From an optimization exercise on the open Yosys and OpenROAD flow, aimed at small area; shortcuts taken in it are not production practice. In this exercise RTL edits were held to simulation tests only and were not proved equivalent to the original. Power figures rest on the tool's default switching activity, not on a simulated workload.

==> flow/design.v (excerpt) <==
module addr_fetch_unit
#(
  parameter int ADDR_W = 8,
  parameter int DATA_W = 8
) (
  input  logic                Clock,
  input  logic                Reset_n,
  input  logic [DATA_W-1:0]   ARF_In,
  input  logic [1:0]          ARF_OutASel,
  input  logic [1:0]          ARF_OutBSel,
  input  logic [1:0]          ARF_FunSel,
  input  logic [3:0]          ARF_RSel,
  input  logic [DATA_W-1:0]   Mem_Data,
  input  logic                Mem_WR,
  input  logic                Mem_CS,
  input  logic [1:0]          IR_Funsel,
  input  logic                IR_Enable,
  input  logic                IR_LH,
  output logic [DATA_W-1:0]   ARF_OutA,
  output logic [DATA_W-1:0]   ARF_OutB,
  output logic [DATA_W-1:0]   Mem_Out,
  output logic [2*DATA_W-1:0] IR_Out
);
  localparam int IR_W  = 2 * DATA_W;
  localparam int DEPTH = 2 ** ADDR_W;
  logic [DATA_W-1:0] pc, ar, sp, pc_past;
  logic [ADDR_W-1:0] mem_addr;
  logic [DATA_W-1:0] mem [DEPTH];
  logic [IR_W-1:0]   ir;
  nbit_reg #(.W(DATA_W)) u_pc (
    .clock(Clock), .reset_n(Reset_n), .enable(ARF_RSel[afu_pkg::RS_PC]),
    .funsel(ARF_FunSel), .din(ARF_In), .q(pc)
  );
  nbit_reg #(.W(DATA_W)) u_ar (
    .clock(Clock), .reset_n(Reset_n), .enable(ARF_RSel[afu_pkg::RS_AR]),
    .funsel(ARF_FunSel), .din(ARF_In), .q(ar)
  );
  nbit_reg #(.W(DATA_W)) u_sp (
    .clock(Clock), .reset_n(Reset_n), .enable(ARF_RSel[afu_pkg::RS_SP]),
    .funsel(ARF_FunSel), .din(ARF_In), .q(sp)
  );
  nbit_reg #(.W(DATA_W)) u_pc_past (
    .clock(Clock), .reset_n(Reset_n), .enable(ARF_RSel[afu_pkg::RS_PCPAST]),
    .funsel(ARF_FunSel), .din(ARF_In), .q(pc_past)
  );
  always_comb begin
    ARF_OutA = ar;
    case (ARF_OutASel)
      afu_pkg::SEL_AR:     ARF_OutA = ar;
      afu_pkg::SEL_SP:     ARF_OutA = sp;
      afu_pkg::SEL_PCPAST: ARF_OutA = pc_past;
      afu_pkg::SEL_PC:     ARF_OutA = pc;
      default:    ARF_OutA = ar;
    endcase
  end
  always_comb begin
    ARF_OutB = ar;
    case (ARF_OutBSel)
      afu_pkg::SEL_AR:     ARF_OutB = ar;
      afu_pkg::SEL_SP:     ARF_OutB = sp;
      afu_pkg::SEL_PCPAST: ARF_OutB = pc_past;
      afu_pkg::SEL_PC:     ARF_OutB = pc;
  ...
Settings: LEC_CHECK=0, CAP_MARGIN=10, CORE_MARGIN=2, CORE_UTILIZATION=60, CTS_BUF_LIST=sky130_fd_sc_hd__clkbuf_16, CTS_CLUSTER_DIAMETER=80, CTS_CLUSTER_SIZE=25, SETUP_SLACK_MARGIN=0.5, SLEW_MARGIN=10, SYNTH_HIERARCHICAL=1; clock period 10.0 ns.
standard.sh (not shown) runs the stock make flow with config.mk's settings and CLKGATE_MAP_FILE= SYNTH_SCRIPT=/design/flow/synth_recipe.tcl, a recipe that flattens the netlist after the stock synthesis.
==> flow/flow/run.sh <==
#!/bin/bash
# Layout flow: the standard ORFS flow (standard.sh, unchanged synthesis,
# floorplan, power grid and tap cells) with two settings changed:
#  - the port buffers are the smallest buffer (buf_1) instead of ORFS's
#    default choice; the resizer may still upsize them for timing;
#  - clock tree synthesis runs without dummy loads (same clustering and
#    buffer list as config.mk gives).
# ORFS writes each step's full log under orfs/logs/; make's own output goes
# to standard.log in this folder.
set -euo pipefail
bash standard.sh \
  "BUFFER_PORTS_ARGS=-buffer_cell sky130_fd_sc_hd__buf_1" \
  "CTS_ARGS=-sink_clustering_enable -repair_clock_nets -dont_use_dummy_load -buf_list sky130_fd_sc_hd__clkbuf_16 -sink_clustering_size 25 -sink_clustering_max_diameter 80" \
  finish > standard.log 2>&1
Change:
==> flow/run.sh (new file) <==
#!/bin/bash
# synth_recipe.tcl (not shown) runs the flow's synth.tcl, then flattens the netlist and writes it again
# the make line also repeats each setting of config.mk as NAME=value (left out here)
make -C /OpenROAD-flow-scripts/flow DESIGN_CONFIG=/design/flow/config.mk WORK_HOME=/design/flow/orfs CLKGATE_MAP_FILE= SYNTH_SCRIPT=/design/flow/synth_recipe.tcl finish
- CAP_MARGIN: 10 -> 20
- CORE_UTILIZATION: 60 -> 40
- SLEW_MARGIN: 10 -> 20
removed: flow/flow/run.sh
removed: flow/standard.sh
=> The new run finished clean. Total power rose by about 3%. Via count hardly moves. Non-clock buffer count went up by 11. Wire length increases by about 0.35%. Global-route usage is lower by 11 points. Maximum frequency climbs by 1.4%. Worst hold slack is worse by 0.0075 ns. Clock skew climbs by 0.0031 ns. Design area increases by about 3%. Critical path depth grows by 1. Sequential share of layout area fell by 2.3 points.

[what the ideal ports hide]
No port has a modelled driver above. Below, the same layouts with a new extraction and two added sets of constraints. Step 1, drivers: a clkbuf_16 drives Clock and a buf_2 each remaining input, both assumed. Step 2 adds t to the input delays and takes it off the output delays; t is the mean of the earliest and latest rising clock arrival at the registers after step 1. Input paths then give back, and output paths get back, about the clock's delay inside the block. Slacks: ideal / step 1 / step 2; pairs: ideal / step 1.
| run | shift t [ns] | setup slack, ns | pins driven straight from the clock port |
|---|---|---|---|
| the first run | 0.770 | 0.499 / 0.460 / 0.460 | 1 |
| the second run | 0.855 | 0.626 / 0.602 / 0.602 | 1 |
After both steps setup and hold are still met in every run listed. The setup slack of the first run, which loses most, moves by -0.039 ns with the drivers and by -0.039 ns with both steps.
